This design comes from an exercise in tuning for small area, a short achievable clock period and few clock cycles on the open sky130 flow, not from production work. The RTL was checked by simulation tests, not by an equivalence proof against the original design. Power figures rest on the tool's default switching activity, not on a simulated workload.

===== flow/config.mk =====
export PLATFORM = sky130hd
export DESIGN_NAME = l2Cache
export DESIGN_NICKNAME = l2Cache
export VERILOG_FILES = /design/flow/design.v
export SDC_FILE = /design/flow/constraint.sdc
export NUM_CORES = 4
export LEC_CHECK = 0
export CAP_MARGIN = 20
export CORE_MARGIN = 2
export CORE_UTILIZATION = 70
export CTS_BUF_LIST = sky130_fd_sc_hd__clkbuf_8
export CTS_CLUSTER_DIAMETER = 100
export CTS_CLUSTER_SIZE = 14
export SETUP_SLACK_MARGIN = 3.0
export SLEW_MARGIN = 20
export TNS_END_PERCENT = 5

===== flow/constraint.sdc =====
create_clock -name core_clock -period 6.0 [get_ports {clk}]
set_input_delay 1.2000 -clock core_clock [delete_from_list [all_inputs] [get_ports {clk}]]
set_output_delay 1.2000 -clock core_clock [all_outputs]
set_load 0.01 [all_outputs]

===== flow/design.v =====
`default_nettype none
package l2CachePkg;
  localparam int AddrWidth   = 32;
  localparam int ByteSelBits = 6;    
  localparam int IndexBits   = 4;
  localparam int NumSets     = 2 ** IndexBits;
  localparam int NumWays     = 4;
  localparam int NumLines    = NumSets * NumWays;
  localparam int TagBits     = AddrWidth - IndexBits - ByteSelBits;
  localparam logic [1:0] StM = 2'd0, StE = 2'd1, StS = 2'd2, StI = 2'd3;
  localparam logic [1:0] BusNone = 2'd0, BusRead = 2'd1, BusRfo = 2'd2, BusInval = 2'd3;
  localparam logic [1:0] SnMiss = 2'd0, SnHit = 2'd1, SnHitM = 2'd2;
  localparam int OrderBits = 6;
endpackage
`default_nettype wire
`timescale 1ns/1ps
`default_nettype none
module tagStore (
  input  logic                                  clk,
  input  logic                                  clr,       
  input  logic [l2CachePkg::IndexBits-1:0]      rdIdx,
  input  logic [l2CachePkg::IndexBits-1:0]      wrIdx,
  input  logic                                  wrEn,
  input  logic [l2CachePkg::NumWays-1:0]        wrLine,    
  input  logic                                  wrOrderEn,
  input  logic [l2CachePkg::TagBits-1:0]        wrTag,
  input  logic [1:0]                            wrState,
  input  logic [l2CachePkg::OrderBits-1:0]      wrOrder,
  output logic [l2CachePkg::NumWays-1:0][l2CachePkg::TagBits-1:0] rdTag,
  output logic [l2CachePkg::NumWays-1:0][1:0]   rdState,
  output logic [l2CachePkg::OrderBits-1:0]      rdOrder
);
  localparam int NumSets = l2CachePkg::NumSets;
  localparam int NumWays = l2CachePkg::NumWays;
  logic [NumSets-1:0][NumWays-1:0][l2CachePkg::TagBits-1:0] tagQ;
  logic [NumSets-1:0][NumWays-1:0][1:0]                     stateQ;
  logic [NumSets-1:0][l2CachePkg::OrderBits-1:0]            orderQ;
  logic [1:0]                       stateD;
  logic [l2CachePkg::OrderBits-1:0] orderD;
  assign stateD = clr ? l2CachePkg::StI : wrState;
  assign orderD = clr ? '0 : wrOrder;
  for (genvar s = 0; s < NumSets; s++) begin : g_set
    logic                              setWr;
    logic [l2CachePkg::OrderBits-1:0]  order;
    assign setWr = wrEn && (wrIdx == s);
    for (genvar w = 0; w < NumWays; w++) begin : g_way
      logic [l2CachePkg::TagBits-1:0] tag;
      logic [1:0]                     state;
      always_ff @(posedge clk) begin
        if (setWr && wrLine[w]) tag <= wrTag;
      end
      always_ff @(posedge clk) begin
        if (clr || (setWr && wrLine[w])) state <= stateD;
      end
      assign tagQ[s][w]   = tag;
      assign stateQ[s][w] = state;
    end
    always_ff @(posedge clk) begin
      if (clr || (setWr && wrOrderEn)) order <= orderD;    
    end
    assign orderQ[s] = order;
  end
  assign rdTag   = tagQ[rdIdx];
  assign rdState = stateQ[rdIdx];
  assign rdOrder = orderQ[rdIdx];
endmodule
`default_nettype wire
`timescale 1ns/1ps
`default_nettype none
module wayLookup (
  input  logic [l2CachePkg::NumWays-1:0][l2CachePkg::TagBits-1:0] lineTag,
  input  logic [l2CachePkg::NumWays-1:0][1:0]   lineState,
  input  logic [l2CachePkg::OrderBits-1:0]      order,
  input  logic [l2CachePkg::TagBits-1:0]        reqTag,
  input  logic                                  noLookup,   
  output logic [l2CachePkg::NumWays-1:0]        match,      
  output logic [1:0]                            victimWay
);
  logic [l2CachePkg::NumWays-1:0] free;
  logic [l2CachePkg::NumWays-1:0] oldest;    
  always_comb begin
    for (int w = 0; w < l2CachePkg::NumWays; w++) begin
      free[w]  = (lineState[w] == l2CachePkg::StI);
      match[w] = !free[w] && (lineTag[w] == reqTag) && !noLookup;
    end
  end
  assign oldest[0] =  order[0] &&  order[1] &&  order[2];
  assign oldest[1] = !order[0] &&  order[3] &&  order[4];
  assign oldest[2] = !order[1] && !order[3] &&  order[5];
  assign oldest[3] = !order[2] && !order[4] && !order[5];
  always_comb begin
    if      (free[0]) victimWay = 2'd0;
    else if (free[1]) victimWay = 2'd1;
    else if (free[2]) victimWay = 2'd2;
    else if (free[3]) victimWay = 2'd3;
    else              victimWay = {oldest[2] | oldest[3], oldest[1] | oldest[3]};
  end
endmodule
`default_nettype wire
`timescale 1ns/1ps
`default_nettype none
module mesiPolicy (
  input  logic                                 clk,
  input  logic [l2CachePkg::NumWays-1:0]       lkMatch,    
  input  logic [l2CachePkg::NumWays-1:0][1:0]  lkState,
  input  logic [1:0]                           lkVictim,
  input  logic [2:0]                           op,
  input  logic [1:0]                           snoopIn,
  output logic [8:0]                           resp,       
  output logic [l2CachePkg::NumWays-1:0]       useLine     
);
  localparam logic [1:0] StM = l2CachePkg::StM, StE = l2CachePkg::StE;
  localparam logic [1:0] StS = l2CachePkg::StS, StI = l2CachePkg::StI;
  function automatic logic [5:0] onHit(input logic [2:0] code, input logic [1:0] st);
    logic m;
    m = (st == StM);
    case (code)
      3'd1:    onHit = {StM, m ? l2CachePkg::BusNone : l2CachePkg::BusInval, l2CachePkg::SnMiss};
      3'd4:    onHit = {StS, l2CachePkg::BusNone, m ? l2CachePkg::SnHitM : l2CachePkg::SnHit};
      3'd3:    onHit = {StI, l2CachePkg::BusNone, m ? l2CachePkg::SnHitM : l2CachePkg::SnMiss};
      3'd6:    onHit = {StI, l2CachePkg::BusNone, m ? l2CachePkg::SnHitM : l2CachePkg::SnHit};
      default: onHit = {st,  l2CachePkg::BusNone, l2CachePkg::SnMiss};    
    endcase
  endfunction
  logic [l2CachePkg::NumWays-1:0][5:0] lkHitResp;
  logic [5:0]                          lkMissResp;
  always_comb begin
    for (int w = 0; w < l2CachePkg::NumWays; w++) lkHitResp[w] = onHit(op, lkState[w]);
    case (op)
      3'd0, 3'd2: lkMissResp = {(snoopIn == l2CachePkg::SnMiss) ? StE : StS, l2CachePkg::BusRead, l2CachePkg::SnMiss};
      3'd1:       lkMissResp = {StM, l2CachePkg::BusRfo, l2CachePkg::SnMiss};
      default:    lkMissResp = {StI, l2CachePkg::BusNone, l2CachePkg::SnMiss};    
    endcase
  end
  logic [l2CachePkg::NumWays-1:0]      match;
  logic [l2CachePkg::NumWays-1:0][5:0] hitResp;
  logic [5:0]                          missResp;
  logic [1:0]                          victimWay;
  logic                                hit;
  always_ff @(posedge clk) begin
    match     <= lkMatch;
    hit       <= |lkMatch;
    hitResp   <= lkHitResp;
    missResp  <= lkMissResp;
    victimWay <= lkVictim;
  end
  logic [5:0] pick;
  always_comb begin
    pick = {6{!hit}} & missResp;
    for (int w = 0; w < l2CachePkg::NumWays; w++) pick = pick | ({6{match[w]}} & hitResp[w]);
  end
  always_comb begin
    for (int w = 0; w < l2CachePkg::NumWays; w++) useLine[w] = match[w] || (!hit && victimWay == w);
  end
  assign resp = {hit,
                 {match[2] | match[3], match[1] | match[3]} | ({2{!hit}} & victimWay),
                 pick};
endmodule
`default_nettype wire
`timescale 1ns/1ps
`default_nettype none
module statCounters (
  input  logic         clk,
  input  logic         rst,
  input  logic         countEn,    
  input  logic         isWrite,
  input  logic         hit,
  input  logic [1:0]   countSel,
  output logic [31:0]  countData
);
  logic [31:0] hitCnt;
  logic [31:0] missCnt;
  logic [31:0] readCnt;
  logic [31:0] writeCnt;
  logic [3:0]  sel;
  always_ff @(posedge clk) begin
    if (rst) begin
      hitCnt   <= '0;
      missCnt  <= '0;
      readCnt  <= '0;
      writeCnt <= '0;
    end else begin
      hitCnt   <= hitCnt   + {31'd0, countEn &&  hit};
      missCnt  <= missCnt  + {31'd0, countEn && !hit};
      writeCnt <= writeCnt + {31'd0, countEn &&  isWrite};
      readCnt  <= readCnt  + {31'd0, countEn && !isWrite};
    end
  end
  always_ff @(posedge clk) begin
    for (int i = 0; i < 4; i++) sel[i] <= (countSel == i);
  end
  assign countData = ({32{sel[0]}} & hitCnt)  | ({32{sel[1]}} & missCnt) |
                     ({32{sel[2]}} & readCnt) | ({32{sel[3]}} & writeCnt);
endmodule
`default_nettype wire
`timescale 1ns/1ps
`default_nettype none
module apbCmdPort (
  input  logic         clk,
  input  logic         rst,
  input  logic         psel,
  input  logic         penable,
  input  logic         pwrite,
  input  logic [31:0]  pwdata,
  output logic         pready,
  output logic         pslverr,
  output logic         respValid,    
  output logic         opL1,         
  output logic         opL1Write,
  output logic         opSnoop,
  output logic         opClear
);
  logic       setup;
  logic [2:0] code;
  assign setup = psel && !penable;
  assign code  = pwdata[4:2];
  always_ff @(posedge clk) begin
    if (rst) begin
      pready    <= 1'b0;
      respValid <= 1'b0;
    end else begin
      pready    <= setup;              
      respValid <= setup && pwrite;
    end
  end
  always_ff @(posedge clk) begin
    pslverr   <= pwrite && (code == 3'd5);    
    opL1      <= (code == 3'd0) || (code == 3'd1) || (code == 3'd2);
    opL1Write <= (code == 3'd1);
    opSnoop   <= (code == 3'd3) || (code == 3'd4) || (code == 3'd6);
    opClear   <= (code == 3'd7);
  end
endmodule
`default_nettype wire
`timescale 1ns/1ps
`default_nettype none
module l2Cache (
  input  logic         clk,
  input  logic         rst,
  input  logic         psel,
  input  logic         penable,
  input  logic         pwrite,
  input  logic [31:0]  paddr,
  input  logic [31:0]  pwdata,
  output logic         pready,
  output logic [31:0]  prdata,
  output logic         pslverr,
  output logic [8:0]   resp,
  output logic         respValid
);
  localparam int NumWays = l2CachePkg::NumWays;
  localparam int TagBits = l2CachePkg::TagBits;
  localparam int OrderBits = l2CachePkg::OrderBits;
  logic [TagBits-1:0] reqTag;
  logic [3:0]         reqIndex;
  assign reqTag   = paddr[31:10];
  assign reqIndex = paddr[9:6];
  logic opL1, opL1Write, opSnoop, opClear;
  apbCmdPort i_apbCmdPort (
    .clk       (clk),
    .rst       (rst),
    .psel      (psel),
    .penable   (penable),
    .pwrite    (pwrite),
    .pwdata    (pwdata),
    .pready    (pready),
    .pslverr   (pslverr),
    .respValid (respValid),
    .opL1      (opL1),
    .opL1Write (opL1Write),
    .opSnoop   (opSnoop),
    .opClear   (opClear)
  );
  logic [NumWays-1:0][TagBits-1:0] rdTag;
  logic [NumWays-1:0][1:0]         rdState;
  logic [OrderBits-1:0]            rdOrder;
  logic [NumWays-1:0]              lkMatch;
  logic [1:0]                      lkVictim;
  wayLookup i_wayLookup (
    .lineTag   (rdTag),
    .lineState (rdState),
    .order     (rdOrder),
    .reqTag    (reqTag),
    .noLookup  (pwdata[4:2] == 3'd7),
    .match     (lkMatch),
    .victimWay (lkVictim)
  );
  mesiPolicy i_mesiPolicy (
    .clk      (clk),
    .lkMatch  (lkMatch),
    .lkState  (rdState),
    .lkVictim (lkVictim),
    .op       (pwdata[4:2]),
    .snoopIn  (pwdata[1:0]),
    .resp     (resp),
    .useLine  (useLine)
  );
  logic [OrderBits-1:0] order;
  logic [3:0]           wrIndex;
  always_ff @(posedge clk) begin
    order   <= rdOrder;
    wrIndex <= reqIndex;
  end
  logic               hit;
  logic [NumWays-1:0] useLine;
  logic [1:0]         newState;
  logic [NumWays-1:0] wrLine;
  logic [OrderBits-1:0] newOrder;
  assign hit      = resp[8];
  assign newState = resp[5:4];
  always_comb begin
    for (int w = 0; w < NumWays; w++) begin
      wrLine[w] = (opL1 || (opSnoop && hit)) && useLine[w];
    end
  end
  assign newOrder[0] = !useLine[0] && (useLine[1] || order[0]);    
  assign newOrder[1] = !useLine[0] && (useLine[2] || order[1]);    
  assign newOrder[2] = !useLine[0] && (useLine[3] || order[2]);    
  assign newOrder[3] = !useLine[1] && (useLine[2] || order[3]);    
  assign newOrder[4] = !useLine[1] && (useLine[3] || order[4]);    
  assign newOrder[5] = !useLine[2] && (useLine[3] || order[5]);    
  tagStore i_tagStore (
    .clk       (clk),
    .clr       (rst || (respValid && opClear)),
    .rdIdx     (reqIndex),
    .wrIdx     (wrIndex),
    .wrEn      (respValid),
    .wrLine    (wrLine),
    .wrOrderEn (opL1),
    .wrTag     (reqTag),
    .wrState   (newState),
    .wrOrder   (newOrder),
    .rdTag     (rdTag),
    .rdState   (rdState),
    .rdOrder   (rdOrder)
  );
  statCounters i_statCounters (
    .clk       (clk),
    .rst       (rst),
    .countEn   (respValid && opL1),
    .isWrite   (opL1Write),
    .hit       (hit),
    .countSel  (paddr[3:2]),
    .countData (prdata)
  );
endmodule
`default_nettype wire

===== flow/run.sh =====
#!/bin/bash
# synth_recipe.tcl (not shown) runs the flow's synth.tcl, then flattens the netlist and writes it again
# the make line also repeats each setting of config.mk as NAME=value (left out here)
make -C /OpenROAD-flow-scripts/flow DESIGN_CONFIG=/design/flow/config.mk WORK_HOME=/design/flow/orfs CLKGATE_MAP_FILE= SYNTH_SCRIPT=/design/flow/synth_recipe.tcl finish

==> reports/summary.txt, run 1 <==
Outcome - timing/DRC/antenna clean
Internal - 16.79 mW
FF-to-FF setup slack - 2.91 ns
Leak - 25.37 nW
Fin cells - 5,509
Placed Cells - 5,249
WP buf/inv - 2
Rel. slew slack - 0.2286
Critical path's top delay family - simple AND/OR/NAND/NOR gates
Final min period - 3.191 ns
Sequential element share of the synthesized area - 0.7294
Worst-path fanout max - 96
First-pass GRT wire length - 251.1 mm
Worst setup SP type - input port
EDFF count, synth - 1,632
Final hold violations - 0
Initial Utilization - 0.7067
List of most frequent post-synthesis cells - edfxtp_1, mux4_2, nor2_1
Via/cell ratio - 6.900
Clock Latency Late Sink - 0.86 ns
Post-synth top area share - 0.6797
Crit-path max cell delay - 0.48 ns
R2R cell count - 12
Yosys warning count - 6
Tcrit/Tclk final - 0.5319
Clock root buffer - clkbuf_8
Logic pwr share - 0.071
Sequence of cells on the critical path - buf_4 -> buf_16 -> nand2b_1 -> o22ai_1 -> a21oi_1 -> o221ai_1 -> a21oi_1 -> nand4_1 -> and4bb_4 -> or4_1
CP Class - in -> reg
Cell count after synthesis - 3,866
Netlist cell types - 70
Nets - 4,179
Final-report max-slew violation count - 0
Vias - 38,014
Hold_sp - i_statCounters.writeCnt[17]
Sequential power share - 0.647
Syn nets - 3,943
Slew @ Worst Pin - 1.157 ns
RSZ-0062 raised after global routing - true
CTS max path bufs - 3
Final setup violation count - 0
Number of routed nets with antenna violations - 0
PwrDens - 272.1 nW/µm²
Max Cap Viol - 0
Switching Share - 0.2184
Die H - 325.0 µm
Largest area contributor in the netlist - edfxtp_1
Fmax - 313.3 MHz
Num CTS Buffers - 147
Min-Delay Path Depth - 2
Die X-Extent - 325.0 µm
Grt total ovfl - 0
Clock power share - 0.282
RR Endpoint - i_statCounters.hitCnt[30]
Drt wl/cell - 31.28 µm
Skew final - 0.03311 ns
Routed WL - 172.3 mm
Primary FF master, synth - edfxtp_1
Largest net degree at the start of global routing - 97
GRT Total Usage - 0.3288
Layout area overhead - 9.473%
Row Count - 117
CTS tree - built
Average size of a mapped cell - 18.65 µm²
Crit path DAT - 3.92 ns
Reg2reg start - i_mesiPolicy.hit
FFs w/ async S/R, synth - 0
H-tree depth - 4
Drt drc - 0
Worst Path Required - 6.73 ns
Placeable core region - 102,000 µm²
Vias in the first global route - 38,581
#FFs+latches synth - 1,811
Fraction of layout cells with a size suffix above 1 - 0.2475
WHS Endpoint - i_statCounters.writeCnt[17]
Psw - 4.691 mW
Hold crit path type - reg -> reg
Fill cell count - 5,495
Pre-Repair DR Iteration Count - 7
Number of hold buffers added after cts - 0
Setup TNS - 0 ns
Iteration-0 DRC Markers - 4,942
IO buf count - 81
Synthesized cell area - 72,110 µm²
Crit-path slowest cell - or4_1
Most common cell in the netlist - edfxtp_1
Crit. End Element - flip-flop
IO Pins - 113
Synth top area cells - edfxtp_1, mux4_2, dfxtp_1
Top cell by count, worst path - a21oi_1
Clock Sinks - 1,811
Final GP Congestion - 0.8519
Die ar. - 105,600 µm²
Initial antenna violation count - 7
Detailed placement HPWL - 97.87 mm
Clk slew on worst S/H paths - 0.10 ns
Worst IR drop on VDD - 0.0002542 V
[cells in the final DEF (no fill, tap or decap), types with 46 or more instances in the layout]
cell type,count
o21ai_0,121
inv_1,46
mux4_2,395
xnor2_1,126
nand2_1,141
dfxtp_1,168
nor2_2,55
a21oi_1,50
buf_4,167
edfxtp_1,1632
clkbuf_8,155
nand3_1,65
nor2_1,157
mux2i_1,171
a22oi_1,59
xor2_1,115
[state kept, by name (all words and copies together) (netlist names)]
signal	flops
i_tagStore.g_set.g_way.tag	1408
i_tagStore.g_set.g_way.state	128
i_tagStore.g_set.order	96
i_statCounters.hitCnt	32
i_statCounters.missCnt	32
i_statCounters.readCnt	32
i_statCounters.writeCnt	32
i_mesiPolicy.hitResp	20
order	6
i_mesiPolicy.match	4
i_mesiPolicy.missResp	4
i_statCounters.sel	4
wrIndex	4
i_mesiPolicy.victimWay	2
i_apbCmdPort.opClear	1
i_apbCmdPort.opL1	1
i_apbCmdPort.opSnoop	1
i_apbCmdPort.pready	1
i_apbCmdPort.pslverr	1
i_apbCmdPort.respValid	1
i_mesiPolicy.hit	1
[metal layers]
metal / vias to the layer above / GRT usage / part of all wire
li1: 15767 / - / -
met1: 19749 / 0.4772 / 0.37
met2: 2150 / 0.5292 / 0.49
met3: 342 / 0.04500 / 0.10
met4: 6 / 0.1111 / 0.034
met5: - / 0 / 0.00020
[logic make-up (layout without fill, tap and decap cells)]
logic type	Yosys count	after routing	synth area share
flops	1811	1811	0.7294
simple gates	620	620	0.04014
mux	573	573	0.1481
compound gates	366	366	0.03274
buf+inv	245	517	0.01878
xor+xnor	243	243	0.02952
fa+ha+maj	8	8	0.001388
other cells	0	3	0
[worst reg2reg max path: cells and delay by family, from the launching register on]
family	cells	cell delay, ns
adder cells (fa/ha/maj)	2	0.52
flip-flops	1	0.36
buffers and inverters	2	0.28
XOR/XNOR	1	0.17
AND/OR/NAND/NOR	7	1.66
[worst max path at each step]
stage               slack, ns               end  cells past startpoint             startpoint
detailed placement       1.13  i_mesiPolicy.hit                      9               paddr[7]
floorplan                2.40  i_mesiPolicy.hit                     10               paddr[6]
CTS                      2.80           resp[2]                      4  i_mesiPolicy.match[1]
global placement         1.17  i_mesiPolicy.hit                      9               paddr[7]
finish                   2.81  i_mesiPolicy.hit                     10               paddr[9]
global route             2.78           resp[3]                      4  i_mesiPolicy.match[1]
[stage by stage]
step	setup slack, ns	power [mW]	instance area, µm²	hold slack [ns]	utilization
3_5_place_dp	1.127	15.55	74820	0.5005	0.7333
4_1_cts	2.797	21.48	78160	0.5206	0.7660
6_report	2.809	21.48	78940	0.5262	0.7736
2_1_floorplan	2.405	15.05	72280	0.4670	-
5_1_grt	2.776	22.08	78930	0.5543	0.7736
3_3_place_gp	1.171	15.49	74820	0.4827	0.7333
[layout make-up]
cell class | instances | area, µm² | area share
inverter | 23 | 102.6 | 0.001300
antenna | 3 | 7.507 | 0.00009511
clock inverter | 31 | 136.4 | 0.001728
tap | 1368 | 1712 | 0.02168
timing repair buffer | 309 | 3292 | 0.04170
clock buffer | 154 | 2120 | 0.02685
sequential | 1811 | 52630 | 0.6667
multi-input combinational | 1810 | 18940 | 0.2399
[what timing repair did]
item                                    CTS  global route
pin swaps                                13            13
endpoints found under the setup margin  102           110
setup buffers                            21            32
endpoints found under the hold margin     0             0
resized for setup                       259            86
cloned                                   13             6
[power by group through the flow]
stage | Combinational (mW) | Sequential [mW] | Clock (mW)
after floorplan | 0.885 | 14.2 | 0
after global placement | 1.31 | 14.2 | 0
after detailed placement | 1.36 | 14.2 | 0
after CTS | 1.46 | 13.9 | 6.13
after global routing | 1.62 | 13.9 | 6.55
final | 1.54 | 13.9 | 6.06
Testbench counts, summed over its fixed seeds: cycles 24,000.
==> inputs of run 2 (changes only) <==
--- a/flow/design.v
+++ b/flow/design.v
@@ -136,16 +136,16 @@
   logic [l2CachePkg::NumWays-1:0][5:0] hitResp;
   logic [5:0]                          missResp;
   logic [1:0]                          victimWay;
-  logic                                hit;
   always_ff @(posedge clk) begin
     match     <= lkMatch;
-    hit       <= |lkMatch;
     hitResp   <= lkHitResp;
     missResp  <= lkMissResp;
     victimWay <= lkVictim;
   end
+  logic       hit;
   logic [5:0] pick;
   always_comb begin
+    hit  = |match;
     pick = {6{!hit}} & missResp;
     for (int w = 0; w < l2CachePkg::NumWays; w++) pick = pick | ({6{match[w]}} & hitResp[w]);
   end
==> reports/summary.txt, run 2 <==
Outcome - timing/DRC/antenna clean
Placeable core region - 103,100 µm² (+1.0%)
Max reg flops - 1,408 (unchanged)
Clock Latency Late Sink - 0.88 ns (+0.02 ns)
H-tree depth - 4 (unchanged)
Sequential element share of the synthesized area - 0.7251 (-0.004254)
Final Core Density - 0.7685 (-0.005130)
Syn nets - 4,083 (+3.6%)
Worst IR drop on VDD - 0.0002603 V (+2.4%)
Most common cell in the netlist - edfxtp_1
Clock Sinks - 1,810 (-0.055%)
Via/cell ratio - 6.918 (+0.26%)
Finished Cell Area - 79,200 µm² (+0.33%)
Netlist cell types - 81 (+16%)
Fmax - 299.7 MHz (-4.3%)
EDFF count, synth - 1,632 (unchanged)
Largest registers - i_tagStore.g_set.g_way.tag: 1408 flops, i_tagStore.g_set.g_way.state: 128 flops, i_tagStore.g_set.order: 96 flops
RSZ-0062 raised after global routing - true
Critical path's top delay family - simple AND/OR/NAND/NOR gates
Clock root buffer - clkbuf_8
Vias in the first global route - 39,213 (+1.6%)
Crit path DAT - 2.14 ns (-1.78 ns)
List of most frequent post-synthesis cells - edfxtp_1, mux4_2, nor2_1
Vias - 39,488 (+3.9%)
Initial Utilization - 0.7035 (-0.003156)
Layout area overhead - 9.235%
Final setup violation count - 0 (unchanged)
WP buf/inv - 3 (+1)
Crit path launch - i_mesiPolicy.match[0]
Reg2reg start - i_apbCmdPort.respValid
Hold_sp - i_statCounters.missCnt[13]
Leak - 25.68 nW (+1.2%)
Placed Cells - 5,412 (+3.1%)
#FFs+latches synth - 1,810 (-0.055%)
Final-report max-slew violation count - 0 (unchanged)
Hold WS - 0.5135 ns (-0.01272 ns)
Drt drc - 0 (unchanged)
Crit-path max cell delay - 0.40 ns (-0.08 ns)
Most common cell after layout, fill and taps aside - edfxtp_1
FFs w/ async S/R, synth - 0 (unchanged)
Drt wl/cell - 31.36 µm (+0.25%)
Final worst setup slack - 2.664 ns (-0.1450 ns)
Post-synth top area share - 0.6760 (-0.003706)
Iteration-0 DRC Markers - 5,215 (+5.5%)
Fraction of layout cells with a size suffix above 1 - 0.2354 (-0.01209)
Top cell by count, worst path - buf_6
Die ar. - 106,200 µm² (+0.54%)
Routed WL - 179.0 mm (+3.9%)
Skew final - 0.03537 ns (+0.002266 ns)
Tcrit/Tclk final - 0.5561 (+0.02417)
Rel. slew slack - 0.2157 (-0.01290)
Cell count after synthesis - 4,006 (+3.6%)
Average size of a mapped cell - 18.10 µm² (-3.0%)
Worst-path fanout max - 3 (-97%)
Detailed placement HPWL - 103.0 mm (+5.2%)
Max Cap Viol - 0 (unchanged)
IO buf count - 81 (unchanged)
Row Count - 118 (+0.85%)
Pre-Repair DR Iteration Count - 8 (+1)
Num CTS Buffers - 147 (unchanged)
Worst Path Required - 4.80 ns (-1.93 ns)
Number of routed nets with antenna violations - 0 (unchanged)
Sequence of cells on the critical path - nor4_4 -> buf_4 -> buf_6 -> nand2_4 -> nand3_4 -> buf_6
Initial antenna violation count - 8 (+1)
CTS tree - built
Largest area contributor in the netlist - edfxtp_1
Synthesized cell area - 72,500 µm² (+0.55%)
CTS max path bufs - 3 (unchanged)
Final hold violations - 0 (unchanged)
Grt total ovfl - 0 (unchanged)
Worst setup SP type - flip-flop
Synth top area cells - edfxtp_1, mux4_2, dfxtp_1
Nets - 4,343 (+3.9%)
IO Pins - 113 (unchanged)
Number of hold buffers added after cts - 0 (unchanged)
Die H - 325.8 µm (+0.27%)
CP Class - reg -> out
Clk slew on worst S/H paths - 0.09 ns (about the same)
Fin cells - 5,708 (+3.6%)
Most flop-heavy register - i_tagStore.g_set.g_way.tag
GRT Total Usage - 0.3325 (+0.003746)
Setup TNS - 0 ns (unchanged)
Crit. End Element - primary output
Post-placement cell area - 75,170 µm² (+0.47%)
PwrDens - 273.5 nW/µm² (+0.50%)
Die X-Extent - 325.8 µm (+0.27%)
Yosys warning count - 6 (unchanged)
Largest net degree at the start of global routing - 76 (-22%)
Primary FF master, synth - edfxtp_1
Total power - 21.66 mW (+0.83%)
Pre-CTS WS - 1.386 ns (+0.2594 ns)
First-pass GRT wire length - 254.8 mm (+1.4%)
Hold crit path type - reg -> reg
Final GP Congestion - 0.8577 (+0.68%)
Commonest non-fill, non-tap cells in the layout - edfxtp_1, mux4_2, mux2i_1
Slew @ Worst Pin - 1.173 ns (+0.01606 ns)
Crit-path slowest cell - dfxtp_4
Final min period - 3.336 ns (+0.1450 ns)
==> run 2: changes by cell type after synthesis, moves of 12 or more <==
| cell | delta |
|---|---|
| a221oi_1 | +21 |
| a22oi_1 | +30 |
| buf_2 | -15 |
| buf_6 | +12 |
| clkbuf_1 | +17 |
| mux2_1 | +13 |
| mux2_2 | +38 |
| mux2i_1 | +18 |
| mux4_2 | -64 |
| nor2_1 | +18 |
| o22ai_1 | +23 |
| or3_1 | -13 |
==> run 2: worst paths after layout <==
check,end,slack (ns),cells after the start
worst max-delay path,resp[4],2.66,6
worst max register to register,i_tagStore.g_set[12].order[0],2.76,3
worst min register to register,i_statCounters.missCnt[13],0.51,2
worst min-delay path,i_statCounters.missCnt[13],0.51,2
==> run 2: timing repair <==
item / 4_1_cts / 5_1_grt
setup buffers: 40 / 28
gates resized for setup: 221 / 93
pin swaps: 42 / 10
endpoints found under the hold margin: 0 / 0
setup endpoints to repair: 504 / 232
gates cloned: 3 / 12
==> run 2: layout make-up <==
cell class              count  area [µm²]
flip-flops and latches   1810       52600
fillers                  5725       23860
multi-input cells        1945       19130
repair buffers            335        3253
clock buffers             153        2106
well taps                1380        1727
clock inverters            55       257.7
inverters                  27       112.6
diodes                      3       7.507
==> run 2: where the power goes <==
group	switching [mW]	internal, mW	leakage (nW)
clock	3.80	2.34	1.37
combinational	0.990	0.613	8.22
sequential	0.0475	13.9	16.1
==> run 2: worst min-delay path: cells and delay by family, from the launching register on <==
family | cells | cell delay, ns
DFF | 1 | 0.34
AOI/OAI and AO/OA | 2 | 0.14
==> run 2: logic make-up after synthesis <==
kind of cell	after synthesis	share of synthesized area
compound gates	463	0.04370
xor+xnor	241	0.02911
fa+ha+maj	8	0.001381
buf+inv	251	0.02057
flops	1810	0.7251
mux	578	0.1378
simple gates	655	0.04233
==> run 2: metal layers <==
layer | vias up | part of all wire | global-route usage
met5 | - | 0.00012 | 0
met4 | 4 | 0.036 | 0.1094
met3 | 364 | 0.10 | 0.06071
met2 | 2273 | 0.49 | 0.5498
met1 | 20417 | 0.37 | 0.4576
li1 | 16430 | - | -
Testbench counts of run 2, summed over its fixed seeds: cycles 24,000.
==> inputs of run 3 (changes only) <==
--- a/flow/design.v
+++ b/flow/design.v
@@ -136,8 +136,10 @@
   logic [l2CachePkg::NumWays-1:0][5:0] hitResp;
   logic [5:0]                          missResp;
   logic [1:0]                          victimWay;
+  logic [1:0]                          hitHalf;    
   always_ff @(posedge clk) begin
     match     <= lkMatch;
+    hitHalf   <= {lkMatch[2] | lkMatch[3], lkMatch[0] | lkMatch[1]};
     hitResp   <= lkHitResp;
     missResp  <= lkMissResp;
     victimWay <= lkVictim;
@@ -145,7 +147,7 @@
   logic       hit;
   logic [5:0] pick;
   always_comb begin
-    hit  = |match;
+    hit  = |hitHalf;
     pick = {6{!hit}} & missResp;
     for (int w = 0; w < l2CachePkg::NumWays; w++) pick = pick | ({6{match[w]}} & hitResp[w]);
   end
==> flow/flow/run.sh (new file) <==
#!/bin/bash
set -o pipefail
export BUFFER_PORTS_ARGS="-buffer_cell sky130_fd_sc_hd__buf_4"
bash standard.sh > standard.log 2>&1
==> flow/standard.sh (new file) <==
#!/bin/bash
# synth_recipe.tcl (not shown) runs the flow's synth.tcl, then flattens the netlist and writes it again
# the make line also repeats each setting of config.mk as NAME=value (left out here)
make -C /OpenROAD-flow-scripts/flow DESIGN_CONFIG=/design/flow/config.mk WORK_HOME=/design/flow/orfs CLKGATE_MAP_FILE= SYNTH_SCRIPT=/design/flow/synth_recipe.tcl "${@:-finish}"
removed: flow/run.sh
==> reports/summary.txt, run 3 <==
Hold WS - 0.4967 ns (-0.01682 ns)
Largest area contributor in the netlist - edfxtp_1
Clock root buffer - clkbuf_8
Worst-path fanout max - 16 (+13)
#FFs+latches synth - 1,812 (+0.11%)
Fill cell count - 5,656 (-1.2%)
Final worst setup slack - 2.797 ns (+0.1332 ns)
Most common cell after layout, fill and taps aside - edfxtp_1
Final setup violation count - 0 (unchanged)
FFs w/ async S/R, synth - 0 (unchanged)
Post-Synth Simple-Gate Area - 0.04481 (+0.002479)
Tcrit/Tclk final - 0.5339 (-0.02220)
Rel. slew slack - 0.2911 (+0.07533)
Clock Latency Late Sink - 0.87 ns (about the same)
Pre-Repair DR Iteration Count - 6 (-2)
Most common cell in the netlist - edfxtp_1
IO Pins - 113 (unchanged)
First-pass GRT wire length - 255.1 mm (+0.15%)
Final GP Congestion - 0.8421 (-1.8%)
Row Count - 117 (-0.85%)
Max reg flops - 1,408 (unchanged)
Outcome - timing/DRC/antenna clean
Switching Share - 0.2209 (-0.002594)
Hold crit path type - in -> reg
Drt wl/cell - 31.84 µm (+1.5%)
Die X-Extent - 324.9 µm (-0.30%)
Worst Path Required - 6.81 ns (+2.01 ns)
Final min period - 3.203 ns (-0.1332 ns)
Nets - 4,154 (-4.4%)
Pre-CTS WS - 0.8631 ns (-0.5229 ns)
CTS max path bufs - 3 (unchanged)
Drt drc - 0 (unchanged)
Skew final - 0.03022 ns (-0.005149 ns)
Number of routed nets with antenna violations - 0 (unchanged)
H-tree depth - 4 (unchanged)
Crit path DAT - 4.01 ns (+1.87 ns)
Layout area overhead - 8.100%
Initial Utilization - 0.7073 (+0.003766)
List of most frequent post-synthesis cells - edfxtp_1, mux4_2, nor2_1
Via/cell ratio - 6.962 (+0.64%)
Main combinational cell family by area after synthesis - multiplexers
Max Cap Viol - 0 (unchanged)
Synth top area cells - edfxtp_1, mux4_2, dfxtp_1
Clk slew on worst S/H paths - 0.09 ns (about the same)
Logic pwr share - 0.071 (-0.003)
Commonest non-fill, non-tap cells in the layout - edfxtp_1, mux4_2, buf_4
XOR/XNOR Fraction of Synth Area - 0.02504 (-0.004077)
Vias - 38,298 (-3.0%)
Compound-cell area share of the yosys netlist - 0.03511 (-0.008590)
Clock Sinks - 1,812 (+0.11%)
Fmax - 312.2 MHz (+4.2%)
Total power - 21.67 mW (about the same)
Final hold violations - 0 (unchanged)
Initial antenna violation count - 6 (-2)
Placeable core region - 101,900 µm² (-1.1%)
Register area - 52,640 µm² (about the same)
Leak - 25.48 nW (-0.80%)
Slew @ Worst Pin - 1.063 ns (-0.1097 ns)
Fraction of layout cells with a size suffix above 1 - 0.2220 (-0.01342)
Largest net degree at the start of global routing - 106 (+39%)
Yosys warning count - 6 (unchanged)
Detailed placement HPWL - 97.82 mm (-5.0%)
Psw - 4.787 mW (-1.1%)
Die H - 324.9 µm (-0.30%)
Worst setup SP type - input port
Internal - 16.88 mW (+0.38%)
Grt total ovfl - 0 (unchanged)
Vias in the first global route - 38,577 (-1.6%)
Sequential power share - 0.647 (+0.005)
Worst IR drop on VDD - 0.0002250 V (-14%)
Average size of a mapped cell - 18.52 µm² (+2.3%)
Post-Synth Adder-Cell Area - 0.001389 (+0.000008366)
Final-report max-slew violation count - 0 (unchanged)
Crit. End Element - flip-flop
GRT Total Usage - 0.3366 (+0.004046)
Clock power share - 0.282 (-0.002)
Die ar. - 105,500 µm² (-0.59%)
RSZ-0062 raised after global routing - true
IO buf count - 81 (unchanged)
Number of hold buffers added after cts - 0 (unchanged)
Post-synth top area share - 0.6800 (+0.004096)
Num CTS Buffers - 147 (unchanged)
Mux contribution to synthesized area - 0.1452 (+0.007363)
Cell count after synthesis - 3,891 (-2.9%)
EDFF count, synth - 1,632 (unchanged)
Routed WL - 175.1 mm (-2.1%)
CP Class - in -> reg
PwrDens - 278.2 nW/µm² (+1.7%)
CTS tree - built
Most flop-heavy register - i_tagStore.g_set.g_way.tag
Iteration-0 DRC Markers - 5,364 (+2.9%)
Final Core Density - 0.7646 (-0.003914)
Largest registers - i_tagStore.g_set.g_way.tag: 1408 flops, i_tagStore.g_set.g_way.state: 128 flops, i_tagStore.g_set.order: 96 flops
Syn nets - 3,968 (-2.8%)
Sequential element share of the synthesized area - 0.7301 (+0.004949)
Primary FF master, synth - edfxtp_1
Area of the multi-input gates - 18,520 µm² (-3.2%)
Setup TNS - 0 ns (unchanged)
Netlist cell types - 70 (-14%)
Synthesized cell area - 72,060 µm² (-0.60%)
==> run 3: power groups by stage <==
stage / sequential (mW) / clock, mW / combinational [mW]
2_1_floorplan: 14.3 / 0 / 0.946
3_3_place_gp: 14.3 / 0 / 1.39
3_5_place_dp: 14.3 / 0 / 1.44
4_1_cts: 14.0 / 6.19 / 1.53
5_1_grt: 14.0 / 6.63 / 1.63
6_report: 14.0 / 6.12 / 1.54
==> run 3: cell families (layout without fill, tap and decap cells) <==
kind of cell / count (synthesis) / count (layout)
AO/OA/AOI/OAI: 376 / 376
XOR/XNOR: 206 / 206
adder cells (fa/ha/maj): 8 / 8
buffers and inverters: 231 / 467
flip-flops: 1812 / 1812
multiplexers: 570 / 570
other: 0 / 6
AND/OR/NAND/NOR: 688 / 688
==> run 3: final timing paths <==
path                               start                                   end  slack [ns]  cells after the start
max                             paddr[6]               i_mesiPolicy.hitHalf[1]        2.80                     13
min                             paddr[2]                 i_statCounters.sel[0]        0.50                      2
max reg2reg       i_apbCmdPort.respValid  i_tagStore.g_set[11].g_way[1].tag[3]        2.90                      5
min reg2reg  i_statCounters.writeCnt[23]           i_statCounters.writeCnt[23]        0.51                      2
==> run 3: layer usage <==
metal	share of wire	GRT usage
met1	0.37	0.4746
met2	0.49	0.5443
met3	0.11	0.05915
met4	0.034	0.1165
met5	0.00015	0
==> run 3: area by class of cell <==
cell class                 count  area share
clock inverter                44    0.002329
clock buffer                 155     0.02738
multi-input combinational   1848      0.2378
timing repair buffer         250     0.03371
tap                         1368     0.02197
sequential                  1812      0.6757
antenna                        6   0.0001927
inverter                      18   0.0009637
==> run 3: what timing repair did <==
item / CTS / global route
resized for setup: 80 / 12
pin swaps: 5 / 3
endpoints found under the setup margin: 219 / 388
cloned: 16 / 0
buffers inserted: 5 / 4
==> run 3: critical path: stages <==
cell,delay (ns)
buf_16,0.17
buf_16,0.22
nor2b_2,0.25
buf_4,0.27
nand2_1,0.10
a31o_2,0.24
a2111oi_1,0.42
buf_4,0.21
a31o_2,0.11
nand4_1,0.21
nor4_4,0.30
buf_4,0.18
or2_1,0.09
==> run 3: through the flow <==
stage               instances  area, µm²
finish                   5501      77900
global route             5499      77900
CTS                      5490      77800
detailed placement       5270      74580
global placement         5270      74580
floorplan                3891      72300
Testbench counts of run 3, summed over its fixed seeds: cycles 24,000.
==> inputs of run 4 (changes only) <==
--- a/flow/design.v
+++ b/flow/design.v
@@ -136,18 +136,16 @@
   logic [l2CachePkg::NumWays-1:0][5:0] hitResp;
   logic [5:0]                          missResp;
   logic [1:0]                          victimWay;
-  logic [1:0]                          hitHalf;    
+  logic                                hit;
   always_ff @(posedge clk) begin
     match     <= lkMatch;
-    hitHalf   <= {lkMatch[2] | lkMatch[3], lkMatch[0] | lkMatch[1]};
+    hit       <= |lkMatch;
     hitResp   <= lkHitResp;
     missResp  <= lkMissResp;
     victimWay <= lkVictim;
   end
-  logic       hit;
   logic [5:0] pick;
   always_comb begin
-    hit  = |hitHalf;
     pick = {6{!hit}} & missResp;
     for (int w = 0; w < l2CachePkg::NumWays; w++) pick = pick | ({6{match[w]}} & hitResp[w]);
   end
--- a/flow/config.mk
+++ b/flow/config.mk
@@ -7,7 +7,7 @@
 export LEC_CHECK = 0
 export CAP_MARGIN = 20
 export CORE_MARGIN = 2
-export CORE_UTILIZATION = 70
+export CORE_UTILIZATION = 55
 export CTS_BUF_LIST = sky130_fd_sc_hd__clkbuf_8
 export CTS_CLUSTER_DIAMETER = 100
 export CTS_CLUSTER_SIZE = 14
==> reports/summary.txt, run 4 <==
GRT Total Usage - 0.2637 (-0.07290)
Layout area overhead - 8.987%
PwrDens - 274.2 nW/µm² (-1.4%)
Final Core Density - 0.6054 (-0.1592)
Die H - 366.1 µm (+13%)
FF-to-FF setup slack - 3.10 ns (+0.20 ns)
Final setup violation count - 0 (unchanged)
Synth top area cells - edfxtp_1, mux4_2, dfxtp_1
Yosys warning count - 6 (unchanged)
Worst-path fanout max - 10 (-6)
Grt total ovfl - 0 (unchanged)
Outcome - timing/DRC/antenna clean
Max reg flops - 1,408 (unchanged)
Min-Delay Path Depth - 2 (unchanged)
Final min period - 3.332 ns (+0.1292 ns)
RSZ-0062 raised after global routing - true
Die ar. - 134,000 µm² (+27%)
Slew @ Worst Pin - 1.061 ns (-0.002710 ns)
Sequential element share of the synthesized area - 0.7294 (about the same)
Crit path DAT - 4.13 ns (+0.12 ns)
Number of hold buffers added after cts - 0 (unchanged)
Routed WL - 176.4 mm (+0.74%)
#FFs+latches synth - 1,811 (-0.055%)
Clock root buffer - clkbuf_8
RR Endpoint - i_tagStore.g_set[15].g_way[3].tag[9]
Crit-path slowest cell - or4_1
Largest registers - i_tagStore.g_set.g_way.tag: 1408 flops, i_tagStore.g_set.g_way.state: 128 flops, i_tagStore.g_set.order: 96 flops
FFs w/ async S/R, synth - 0 (unchanged)
Reg2reg start - i_apbCmdPort.respValid
Vias in the first global route - 38,143 (-1.1%)
Hold_sp - penable
Largest net degree at the start of global routing - 75 (-29%)
Final-report max-slew violation count - 0 (unchanged)
Finished Cell Area - 78,590 µm² (+0.88%)
Cell count after synthesis - 3,866 (-0.64%)
Most common cell in the netlist - edfxtp_1
H-tree depth - 4 (unchanged)
Synthesized cell area - 72,110 µm² (about the same)
Syn nets - 3,943 (-0.63%)
Iteration-0 DRC Markers - 3,910 (-27%)
Via/cell ratio - 6.325 (-9.1%)
Number of routed nets with antenna violations - 0 (unchanged)
Worst Path Required - 6.80 ns (about the same)
WHS Endpoint - i_apbCmdPort.pready
Clk slew on worst S/H paths - 0.09 ns (about the same)
CTS max path bufs - 3 (unchanged)
Fraction of layout cells with a size suffix above 1 - 0.2365 (+0.01450)
Pre-Repair DR Iteration Count - 6 (unchanged)
Initial antenna violation count - 11 (+5)
Final hold violations - 0 (unchanged)
Initial Utilization - 0.5554 (-0.1518)
Fill cell count - 9,324 (+65%)
Vias - 37,080 (-3.2%)
Rel. slew slack - 0.2854 (-0.005666)
Clock Latency Late Sink - 0.92 ns (+0.05 ns)
Primary FF master, synth - edfxtp_1
Commonest non-fill, non-tap cells in the layout - edfxtp_1, mux4_2, buf_4
Setup TNS - 0 ns (unchanged)
Worst setup SP type - input port
Max Cap Viol - 0 (unchanged)
Hold crit path type - in -> reg
Placeable core region - 129,800 µm² (+27%)
Worst IR drop on VDD - 0.0002436 V (+8.3%)
Post-placement cell area - 75,150 µm² (+0.77%)
Drt drc - 0 (unchanged)
R2R cell count - 6 (+1)
Drt wl/cell - 30.10 µm (-5.5%)
Tcrit/Tclk final - 0.5554 (+0.02153)
IO Pins - 113 (unchanged)
Placed Cells - 5,630 (+6.8%)
Final GP Congestion - 0.7833 (-7.0%)
Netlist cell types - 70 (unchanged)
Most flop-heavy register - i_tagStore.g_set.g_way.tag
Fmax - 300.1 MHz (-3.9%)
Crit. End Element - flip-flop
Largest area contributor in the netlist - edfxtp_1
Nets - 4,145 (-0.22%)
List of most frequent post-synthesis cells - edfxtp_1, mux4_2, nor2_1
Post-synth top area share - 0.6797 (about the same)
EDFF count, synth - 1,632 (unchanged)
Sequence of cells on the critical path - bufbuf_16 -> buf_16 -> nor2b_1 -> buf_4 -> a22oi_1 -> and4_1 -> o22ai_1 -> a2111oi_0 -> nor4b_1 -> and4_4 -> or4_1
Row Count - 132 (+13%)
CTS tree - built
Num CTS Buffers - 147 (unchanged)
Die X-Extent - 366.1 µm (+13%)
IO buf count - 81 (unchanged)
Clock Sinks - 1,811 (-0.055%)
Detailed placement HPWL - 100.7 mm (+2.9%)
Most common cell after layout, fill and taps aside - edfxtp_1
CP Class - in -> reg
Average size of a mapped cell - 18.65 µm² (+0.70%)
Crit-path max cell delay - 0.50 ns (+0.08 ns)
Fin cells - 5,862 (+6.6%)
Leak - 25.11 nW (-1.5%)
First-pass GRT wire length - 256.8 mm (+0.65%)
Skew final - 0.04426 ns (+0.01403 ns)
## run 4: cell count changes in the layout (fill, tap and decap cells not counted), moves of 9 or more
cell | previous run | this run
a21oi_1 | 33 | 49
a22o_1 | 12 | 3
a22oi_1 | 114 | 79
a22oi_2 | 2 | 14
and3_1 | 38 | 27
buf_4 | 208 | 223
mux2_2 | 20 | 0
mux4_1 | 17 | 0
mux4_2 | 356 | 395
nand2_1 | 192 | 142
nor2_1 | 150 | 163
o21ai_1 | 7 | 18
xnor2_1 | 93 | 127
## run 4: how the worst max path moves through the flow
stage	endpoint	start	slack [ns]	cells after the start
6_report	i_mesiPolicy.hit	paddr[6]	2.67	11
5_1_grt	resp[2]	i_mesiPolicy.match[1]	2.68	4
4_1_cts	resp[3]	i_mesiPolicy.match[1]	2.67	4
3_5_place_dp	i_mesiPolicy.hit	paddr[6]	0.94	10
3_3_place_gp	i_mesiPolicy.hit	paddr[6]	0.96	10
2_1_floorplan	i_mesiPolicy.hit	paddr[6]	2.40	10
## run 4: cells by family after synthesis
logic type / Yosys count / share of synthesized area
flip-flops: 1811 / 0.7294
AND/OR/NAND/NOR: 620 / 0.04014
multiplexers: 573 / 0.1481
AO/OA/AOI/OAI: 366 / 0.03274
buffers and inverters: 245 / 0.01878
XOR/XNOR: 243 / 0.02952
adder cells (fa/ha/maj): 8 / 0.001388
## run 4: worst max-delay path, delay by kind of cell
family / cells / cell delay, ns
AOI/OAI and AO/OA: 3 / 0.62
buffers and inverters: 3 / 0.73
and+or+nand+nor: 5 / 1.54
## run 4: final cells by class
cell class	count	area, µm²	area share
Antenna cell	5	12.51	0.0001592
Clock buffer	150	2064	0.02627
Clock inverter	46	229.0	0.002914
Inverter	23	103.9	0.001321
Multi-Input combinational cell	1810	18600	0.2367
Sequential cell	1811	52620	0.6696
Tap cell	1742	2180	0.02774
Timing Repair Buffer	275	2769	0.03523
## run 4: metal layers
layer	global-route usage	vias up	share of wire
met5	0	-	0.00013
met4	0.06363	4	0.019
met3	0.04210	238	0.074
met2	0.4344	1430	0.49
met1	0.3736	19668	0.41
li1	-	15740	-
## run 4: metrics by stage
| stage | hold WS, ns | worst slack (ns) | power, mW |
|---|---|---|---|
| 6_report | 0.4455 | 2.668 | 21.55 |
| 4_1_cts | 0.3564 | 2.671 | 21.70 |
| 2_1_floorplan | 0.4670 | 2.405 | 15.05 |
| 3_3_place_gp | 0.4821 | 0.9631 | 15.52 |
| 3_5_place_dp | 0.4903 | 0.9429 | 15.57 |
| 5_1_grt | 0.3952 | 2.681 | 22.28 |
## run 4: timing repair
action	in CTS	in global routing
gates cloned	9	3
endpoints found under the hold margin	0	0
setup buffers	9	8
endpoints found under the setup margin	163	74
resized for setup	87	62
pin swaps	8	6
## run 4: power breakdown
group	internal (mW)	total, mW	switching (mW)	leakage, nW
clock	2.30	6.19	3.90	1.29
combinational	0.573	1.46	0.892	7.73
sequential	13.9	13.9	0.0400	16.1
total	16.7	21.5	4.83	25.1
Testbench counts of run 4, summed over its fixed seeds: cycles 24,000.
==> inputs of run 5 (changes only) <==
--- a/flow/design.v
+++ b/flow/design.v
@@ -19,8 +19,7 @@
   input  logic                                  clk,
   input  logic                                  clr,       
   input  logic [l2CachePkg::IndexBits-1:0]      rdIdx,
-  input  logic [l2CachePkg::IndexBits-1:0]      wrIdx,
-  input  logic                                  wrEn,
+  input  logic [l2CachePkg::NumSets-1:0]        wrSet,     
   input  logic [l2CachePkg::NumWays-1:0]        wrLine,    
   input  logic                                  wrOrderEn,
   input  logic [l2CachePkg::TagBits-1:0]        wrTag,
@@ -42,7 +41,7 @@
   for (genvar s = 0; s < NumSets; s++) begin : g_set
     logic                              setWr;
     logic [l2CachePkg::OrderBits-1:0]  order;
-    assign setWr = wrEn && (wrIdx == s);
+    assign setWr = wrSet[s];
     for (genvar w = 0; w < NumWays; w++) begin : g_way
       logic [l2CachePkg::TagBits-1:0] tag;
       logic [1:0]                     state;
@@ -136,16 +135,18 @@
   logic [l2CachePkg::NumWays-1:0][5:0] hitResp;
   logic [5:0]                          missResp;
   logic [1:0]                          victimWay;
-  logic                                hit;
+  logic [1:0]                          hitHalf;    
   always_ff @(posedge clk) begin
     match     <= lkMatch;
-    hit       <= |lkMatch;
+    hitHalf   <= {lkMatch[2] | lkMatch[3], lkMatch[0] | lkMatch[1]};
     hitResp   <= lkHitResp;
     missResp  <= lkMissResp;
     victimWay <= lkVictim;
   end
+  logic       hit;
   logic [5:0] pick;
   always_comb begin
+    hit  = |hitHalf;
     pick = {6{!hit}} & missResp;
     for (int w = 0; w < l2CachePkg::NumWays; w++) pick = pick | ({6{match[w]}} & hitResp[w]);
   end
@@ -295,11 +296,15 @@
     .resp     (resp),
     .useLine  (useLine)
   );
-  logic [OrderBits-1:0] order;
-  logic [3:0]           wrIndex;
+  logic [OrderBits-1:0]            order;
+  logic [l2CachePkg::NumSets-1:0]  wrSet;    
   always_ff @(posedge clk) begin
-    order   <= rdOrder;
-    wrIndex <= reqIndex;
+    order <= rdOrder;
+  end
+  always_ff @(posedge clk) begin
+    for (int s = 0; s < l2CachePkg::NumSets; s++) begin
+      wrSet[s] <= !rst && psel && !penable && pwrite && (reqIndex == s);
+    end
   end
   logic               hit;
   logic [NumWays-1:0] useLine;
@@ -323,8 +328,7 @@
     .clk       (clk),
     .clr       (rst || (respValid && opClear)),
     .rdIdx     (reqIndex),
-    .wrIdx     (wrIndex),
-    .wrEn      (respValid),
+    .wrSet     (wrSet),
     .wrLine    (wrLine),
     .wrOrderEn (opL1),
     .wrTag     (reqTag),
--- a/flow/config.mk
+++ b/flow/config.mk
@@ -7,7 +7,7 @@
 export LEC_CHECK = 0
 export CAP_MARGIN = 20
 export CORE_MARGIN = 2
-export CORE_UTILIZATION = 55
+export CORE_UTILIZATION = 70
 export CTS_BUF_LIST = sky130_fd_sc_hd__clkbuf_8
 export CTS_CLUSTER_DIAMETER = 100
 export CTS_CLUSTER_SIZE = 14
==> reports/summary.txt, run 5 <==
Nets - 4,045 (-2.4%)
Most common cell after layout, fill and taps aside - edfxtp_1
Crit-path max cell delay - 0.55 ns (+0.05 ns)
Largest area contributor in the netlist - edfxtp_1
Final GP Congestion - 0.8503 (+8.6%)
Max Cap Viol - 0 (unchanged)
Vias - 37,430 (+0.94%)
IO Pins - 113 (unchanged)
Fmax - 311.6 MHz (+3.8%)
Worst setup SP type - input port
Detailed placement HPWL - 98.29 mm (-2.4%)
Synthesized cell area - 72,080 µm² (about the same)
Largest registers - i_tagStore.g_set.g_way.tag: 1408 flops, i_tagStore.g_set.g_way.state: 128 flops, i_tagStore.g_set.order: 96 flops
Via/cell ratio - 6.951 (+9.9%)
Area of the multi-input gates - 18,510 µm² (-0.48%)
Internal - 16.99 mW (+1.6%)
Routed WL - 172.3 mm (-2.3%)
Final-report max-slew violation count - 0 (unchanged)
Drt wl/cell - 32.00 µm (+6.3%)
IO buf count - 81 (unchanged)
PwrDens - 279.1 nW/µm² (+1.8%)
Clock root buffer - clkbuf_8
Worst-path fanout max - 18 (+8)
Initial antenna violation count - 9 (-2)
Hold WS - 0.4859 ns (+0.04039 ns)
Crit. End Element - flip-flop
RSZ-0062 raised after global routing - true
Worst IR drop on VDD - 0.0003209 V (+32%)
Primary FF master, synth - edfxtp_1
Sequence of cells on the critical path - buf_16 -> buf_16 -> buf_16 -> mux4_2 -> a311oi_1 -> o311ai_0 -> a21oi_1 -> nand4_1 -> nor4_4 -> or2_1
Skew final - 0.03817 ns (-0.006083 ns)
Commonest non-fill, non-tap cells in the layout - edfxtp_1, mux4_2, buf_4
Die ar. - 105,600 µm² (-21%)
Critical path's top delay family - compound AO/OA/AOI/OAI gates
Final hold violations - 0 (unchanged)
FF-to-FF setup slack - 3.01 ns (-0.09 ns)
Average size of a mapped cell - 19.13 µm² (+2.6%)
Final Core Density - 0.7672 (+0.1618)
Register area - 52,890 µm² (+0.51%)
H-tree depth - 4 (unchanged)
Fin cells - 5,385 (-8.1%)
Iteration-0 DRC Markers - 5,338 (+37%)
Setup TNS - 0 ns (unchanged)
Final min period - 3.209 ns (-0.1230 ns)
CTS tree - built
Psw - 4.829 mW (about the same)
RR Endpoint - i_statCounters.readCnt[29]
Tcrit/Tclk final - 0.5349 (-0.02049)
Drt drc - 0 (unchanged)
#FFs+latches synth - 1,825 (+0.77%)
Cell count after synthesis - 3,767 (-2.6%)
Grt total ovfl - 0 (unchanged)
Outcome - timing/DRC/antenna clean
CP Class - in -> reg
Slew @ Worst Pin - 1.047 ns (-0.01364 ns)
Crit-path slowest cell - mux4_2
GRT Total Usage - 0.3294 (+0.06575)
FFs w/ async S/R, synth - 0 (unchanged)
Most flop-heavy register - i_tagStore.g_set.g_way.tag
Synth top area cells - edfxtp_1, mux4_2, dfxtp_1
R2R cell count - 10 (+4)
Most common cell in the netlist - edfxtp_1
Fill cell count - 5,514 (-41%)
Leak - 25.32 nW (+0.85%)
Pre-Repair DR Iteration Count - 6 (unchanged)
Sequential power share - 0.647 (+0.002)
Hold crit path type - in -> reg
Final worst setup slack - 2.791 ns (+0.1230 ns)
List of most frequent post-synthesis cells - edfxtp_1, mux4_2, dfxtp_1
Row Count - 117 (-11%)
Syn nets - 3,844 (-2.5%)
Crit path launch - paddr[6]
First-pass GRT wire length - 248.7 mm (-3.2%)
Worst Path Required - 6.80 ns (about the same)
Pre-CTS WS - 1.054 ns (+0.1114 ns)
Post-synth top area share - 0.6799 (about the same)
Max reg flops - 1,408 (unchanged)
Top cell by count, worst path - buf_16
Sequential element share of the synthesized area - 0.7335 (+0.004167)
Setup crit end - i_mesiPolicy.hitHalf[1]
Rel. slew slack - 0.3020 (+0.01656)
Largest net degree at the start of global routing - 102 (+36%)
Clock Latency Late Sink - 0.88 ns (-0.04 ns)
Clock power share - 0.281 (-0.006)
WP buf/inv - 3 (unchanged)
Die X-Extent - 324.9 µm (-11%)
Placeable core region - 101,900 µm² (-22%)
Fraction of layout cells with a size suffix above 1 - 0.2391 (+0.002651)
Switching Share - 0.2214 (-0.002698)
Vias in the first global route - 37,416 (-1.9%)
Num CTS Buffers - 148 (+0.68%)
Reg2reg start - i_apbCmdPort.respValid
Number of routed nets with antenna violations - 0 (unchanged)
Clk slew on worst S/H paths - 0.09 ns (about the same)
Crit path DAT - 4.01 ns (-0.12 ns)
Critical path depth - 10 (-1)
EDFF count, synth - 1,632 (unchanged)
Final setup violation count - 0 (unchanged)
Placed Cells - 5,134 (-8.8%)
Initial Utilization - 0.7074 (+0.1520)
Clock Sinks - 1,825 (+0.77%)
Die H - 324.9 µm (-11%)
Yosys warning count - 6 (unchanged)
CTS max path bufs - 3 (unchanged)
Netlist cell types - 66 (-5.7%)
Layout area overhead - 8.445%
Logic pwr share - 0.072 (+0.004)
==> run 5: kinds of logic (layout without fill, tap and decap cells) <==
| logic type | Yosys count | in the layout | share of synthesized area |
|---|---|---|---|
| flip-flops | 1825 | 1825 | 0.7335 |
| adder cells (fa/ha/maj) | 8 | 8 | 0.001389 |
| XOR/XNOR | 197 | 197 | 0.02394 |
| AND/OR/NAND/NOR | 677 | 677 | 0.04668 |
| multiplexers | 537 | 537 | 0.1493 |
| AO/OA/AOI/OAI | 297 | 297 | 0.02892 |
| other | 0 | 2 | 0 |
| buffers and inverters | 226 | 474 | 0.01630 |
==> run 5: power groups by stage <==
| stage | registers [mW] | clock network, mW | logic, mW |
|---|---|---|---|
| after floorplan | 14.4 | 0 | 0.943 |
| after global placement | 14.4 | 0 | 1.38 |
| after detailed placement | 14.4 | 0 | 1.43 |
| after CTS | 14.1 | 6.23 | 1.53 |
| after global routing | 14.1 | 6.66 | 1.66 |
| final | 14.1 | 6.14 | 1.57 |
==> run 5: timing repair <==
| item | CTS | global route |
|---|---|---|
| cloned | 12 | 2 |
| hold buffers | 0 | 0 |
| setup buffers | 14 | 23 |
| setup endpoints to repair | 123 | 79 |
| gates resized for setup | 101 | 34 |
| pin swaps | 16 | 17 |
==> run 5: worst reg2reg max path, stage by stage (launching register included) <==
cell	delay, ns
dfxtp_1	0.46
nand2_1	0.15
nor2_1	0.13
ha_1	0.25
nand2_1	0.14
nor4_2	0.67
nand2_1	0.26
nor3_1	0.41
nand3_1	0.16
xor2_1	0.18
nor2_1	0.06
==> run 5: worst min path at each step <==
stage	startpoint	endpoint	slack, ns	cells after the start
final	paddr[2]	i_statCounters.sel[0]	0.49	2
after global routing	paddr[2]	i_statCounters.sel[0]	0.46	2
after CTS	paddr[2]	i_statCounters.sel[0]	0.42	2
after detailed placement	i_statCounters.hitCnt[31]	i_statCounters.hitCnt[31]	0.49	2
after global placement	i_statCounters.missCnt[31]	i_statCounters.missCnt[31]	0.47	2
after floorplan	i_statCounters.missCnt[31]	i_statCounters.missCnt[31]	0.46	2
==> run 5: layout make-up <==
| type | count | share of cell area |
|---|---|---|
| clock buffers | 152 | 0.02676 |
| inverters | 27 | 0.001585 |
| well taps | 1368 | 0.02190 |
| multi-input cells | 1716 | 0.2369 |
| clock inverters | 45 | 0.002849 |
| flip-flops and latches | 1825 | 0.6767 |
| diodes | 2 | 0.00006403 |
| repair buffers | 250 | 0.03331 |
==> run 5: metrics by stage <==
step                cell area, µm²  total power, mW
floorplan                    72450            15.31
global placement             74430            15.76
detailed placement           74450            15.84
CTS                          77750            21.87
global route                 78170            22.44
finish                       78170            21.82
==> run 5: per-layer routing <==
metal	share of wire	vias to the layer above	GRT usage
met4	0.029	8	0.09903
met3	0.11	318	0.06135
met2	0.48	2296	0.5213
li1	-	15409	-
met1	0.38	19399	0.4813
met5	0.00041	-	0
Testbench counts of run 5, summed over its fixed seeds: cycles 24,000.
==> inputs of run 6 (changes only) <==
--- a/flow/config.mk
+++ b/flow/config.mk
@@ -10,7 +10,7 @@
 export CORE_UTILIZATION = 70
 export CTS_BUF_LIST = sky130_fd_sc_hd__clkbuf_8
 export CTS_CLUSTER_DIAMETER = 100
-export CTS_CLUSTER_SIZE = 14
+export CTS_CLUSTER_SIZE = 16
 export SETUP_SLACK_MARGIN = 3.0
 export SLEW_MARGIN = 20
 export TNS_END_PERCENT = 5
==> reports/summary.txt, run 6 <==
IO Pins - 113 (unchanged)
Detailed placement HPWL - 98.29 mm (unchanged)
Vias - 37,531 (+0.27%)
Largest net degree at the start of global routing - 102 (unchanged)
Initial antenna violation count - 5 (-4)
#FFs+latches synth - 1,825 (unchanged)
Leak - 25.40 nW (+0.32%)
H-tree depth - 4 (unchanged)
Most flop-heavy register - i_tagStore.g_set.g_way.tag
FF-to-FF setup slack - 2.97 ns (-0.04 ns)
Clock root buffer - clkbuf_8
Cell count after synthesis - 3,767 (unchanged)
Layout area overhead - 8.553% (about the same)
Max reg flops - 1,408 (unchanged)
Sequential element share of the synthesized area - 0.7335 (unchanged)
Nets - 4,059 (+0.35%)
Netlist cell types - 66 (unchanged)
CTS tree - built
Pre-Repair DR Iteration Count - 6 (unchanged)
IO buf count - 81 (unchanged)
Register area - 52,890 µm² (about the same)
Placeable core region - 101,900 µm² (unchanged)
Skew final - 0.03316 ns (-0.005016 ns)
List of most frequent post-synthesis cells - edfxtp_1, mux4_2, dfxtp_1
Largest registers - i_tagStore.g_set.g_way.tag: 1408 flops, i_tagStore.g_set.g_way.state: 128 flops, i_tagStore.g_set.order: 96 flops
Worst setup SP type - input port
Synth top area cells - edfxtp_1, mux4_2, dfxtp_1
Hold crit path type - reg -> reg
Crit-path max cell delay - 0.67 ns (+0.12 ns)
Hold_sp - i_statCounters.hitCnt[31]
Max Cap Viol - 0 (unchanged)
Drt drc - 0 (unchanged)
R2R cell count - 10 (unchanged)
Average size of a mapped cell - 19.13 µm² (unchanged)
First-pass GRT wire length - 249.5 mm (+0.35%)
Die X-Extent - 324.9 µm (unchanged)
Yosys warning count - 6 (unchanged)
Final-report max-slew violation count - 0 (unchanged)
Placed Cells - 5,134 (unchanged)
Routed WL - 173.8 mm (+0.89%)
EDFF count, synth - 1,632 (unchanged)
Iteration-0 DRC Markers - 5,683 (+6.5%)
Setup TNS - 0 ns (unchanged)
Largest area contributor in the netlist - edfxtp_1
Clock Sinks - 1,825 (unchanged)
WP buf/inv - 3 (unchanged)
CP Class - in -> reg
Outcome - timing/DRC/antenna clean
Fill cell count - 5,495 (-0.34%)
Sequence of cells on the critical path - buf_16 -> buf_4 -> buf_4 -> mux4_2 -> mux4_2 -> nand2_4 -> nand4_1 -> nor4_1 -> and4_4 -> or2_1
Crit-path slowest cell - mux4_2
Die H - 324.9 µm (unchanged)
WHS Endpoint - i_statCounters.hitCnt[31]
Pre-CTS WS - 1.054 ns (unchanged)
Fin cells - 5,393 (+0.15%)
Final hold violations - 0 (unchanged)
Final worst setup slack - 2.754 ns (-0.03634 ns)
Die ar. - 105,600 µm² (unchanged)
Syn nets - 3,844 (unchanged)
Min-Delay Path Depth - 2 (unchanged)
Commonest non-fill, non-tap cells in the layout - edfxtp_1, mux4_2, buf_4
Hold WS - 0.5102 ns (+0.02428 ns)
Final setup violation count - 0 (unchanged)
Worst Path Required - 6.80 ns (about the same)
Via/cell ratio - 6.959 (+0.12%)
Primary FF master, synth - edfxtp_1
Synthesized cell area - 72,080 µm² (unchanged)
Worst IR drop on VDD - 0.0002507 V (-22%)
Fmax - 308.1 MHz (-1.1%)
Grt total ovfl - 0 (unchanged)
PwrDens - 275.5 nW/µm² (-1.3%)
Crit path DAT - 4.05 ns (+0.04 ns)
Initial Utilization - 0.7074 (unchanged)
Most common cell in the netlist - edfxtp_1
Row Count - 117 (unchanged)
Fraction of layout cells with a size suffix above 1 - 0.2396 (+0.0005085)
GRT Total Usage - 0.3304 (+0.0009911)
Slew @ Worst Pin - 1.062 ns (+0.01448 ns)
Clock Latency Late Sink - 0.87 ns (about the same)
Final GP Congestion - 0.8503 (unchanged)
CTS max path bufs - 3 (unchanged)
Num CTS Buffers - 132 (-11%)
Number of routed nets with antenna violations - 0 (unchanged)
Final Core Density - 0.7679 (about the same)
Final min period - 3.246 ns (+0.03634 ns)
Post-synth top area share - 0.6799 (unchanged)
FFs w/ async S/R, synth - 0 (unchanged)
Reg2reg start - i_apbCmdPort.opL1
Area of the multi-input gates - 18,510 µm² (about the same)
Worst-path fanout max - 5 (-13)
Rel. slew slack - 0.2923 (-0.009655)
Crit. End Element - flip-flop
Number of hold buffers added after cts - 0 (unchanged)
Most common cell after layout, fill and taps aside - edfxtp_1
Drt wl/cell - 32.23 µm (+0.74%)
Tcrit/Tclk final - 0.5410 (+0.006057)
Vias in the first global route - 37,371 (-0.12%)
Clk slew on worst S/H paths - 0.10 ns (about the same)
RR Endpoint - i_statCounters.writeCnt[30]
RSZ-0062 raised after global routing - true
Critical path's top delay family - simple AND/OR/NAND/NOR gates
[run 6: timing repair]
action | 4_1_cts | 5_1_grt
endpoints found under the setup margin | 124 | 79
buffers inserted | 27 | 38
pin swaps | 10 | 16
gates cloned | 13 | 3
gates resized for setup | 108 | 38
[run 6: per-stage QoR]
step / cell area [µm²] / power (mW)
detailed placement: 74450 / 15.84
CTS: 77640 / 21.55
global placement: 74430 / 15.76
global route: 78240 / 22.15
finish: 78240 / 21.56
floorplan: 72450 / 15.31
[run 6: where the power goes]
group          switching [mW]  leakage, nW  internal, mW
Combinational           0.956         7.91         0.650
Clock                    3.74         1.16          2.10
Sequential             0.0673         16.3          14.0
Total                    4.77         25.4          16.8
[run 6: how the worst max path moves through the flow]
stage                                      from  cells past startpoint                      end
final                                  paddr[6]                     10  i_mesiPolicy.hitHalf[1]
after global routing                   paddr[6]                     13  i_mesiPolicy.hitHalf[0]
after CTS                 i_statCounters.sel[2]                      4               prdata[10]
after detailed placement               paddr[6]                     11  i_mesiPolicy.hitHalf[0]
after global placement                 paddr[6]                      9  i_mesiPolicy.hitHalf[1]
after floorplan                        paddr[6]                     10  i_mesiPolicy.hitHalf[0]
[run 6: final cells by class]
type | count | share of cell area
inverters | 27 | 0.001535
clock inverters | 33 | 0.001903
clock buffers | 138 | 0.02427
repair buffers | 280 | 0.03761
diodes | 6 | 0.0001919
well taps | 1368 | 0.02188
flip-flops and latches | 1825 | 0.6760
multi-input cells | 1716 | 0.2366
[run 6: worst min-delay path, cell delays in order (launching register included)]
cell	delay [ns]
dfxtp_1	0.34
o21ai_0	0.08
a21oi_1	0.06
[run 6: kinds of logic after synthesis]
| logic type | after synthesis | synth area share |
|---|---|---|
| AND/OR/NAND/NOR | 677 | 0.04668 |
| flip-flops | 1825 | 0.7335 |
| adder cells (fa/ha/maj) | 8 | 0.001389 |
| multiplexers | 537 | 0.1493 |
| AO/OA/AOI/OAI | 297 | 0.02892 |
| buffers and inverters | 226 | 0.01630 |
| XOR/XNOR | 197 | 0.02394 |
[run 6: metal layers]
metal  up-vias  GRT usage  wire [µm]  share of wire
met5         -          0          0              0
met4         0    0.09440       4674          0.027
met3       289    0.05311      18800           0.11
met2      2249     0.5257      84910           0.49
met1     19573     0.4885      65450           0.38
li1      15420          -          -              -

-- what the ideal ports hide --
How much do the figures lean on ideal ports? The routed layouts below were timed once more, with nothing changed but the port constraints. Step 1: set_driving_cell puts a clkbuf_16 on clk and a buf_2 on each other input, an assumption about the parent block. Step 2 times the ports against the registers' clock, not the clock port: input delays grow and output delays shrink by t, the midpoint of the rising clock arrivals with the driver on. a / b / c = ideal ports / drivers / drivers and shift; a / b = the first two.
run | shift t [ns] | slack for setup (ns) | worst setup path after step 2
run 1 | 0.913 | 2.809 / 2.554 / 1.640 | input to register
run 2 | 0.931 | 2.664 / 2.594 / 1.665 | input to register
run 3 | 0.937 | 2.797 / 2.657 / 1.720 | input to register
run 4 | 0.974 | 2.668 / 2.574 / 1.600 | input to register
run 5 | 0.927 | 2.791 / 2.651 / 1.724 | input to register
run 6 | 0.921 | 2.754 / 2.518 / 1.597 | input to register
After both steps setup and hold are still met in every run listed. The setup slack of run 1, which loses most, moves by -0.255 ns with the drivers and by -1.169 ns with both steps.
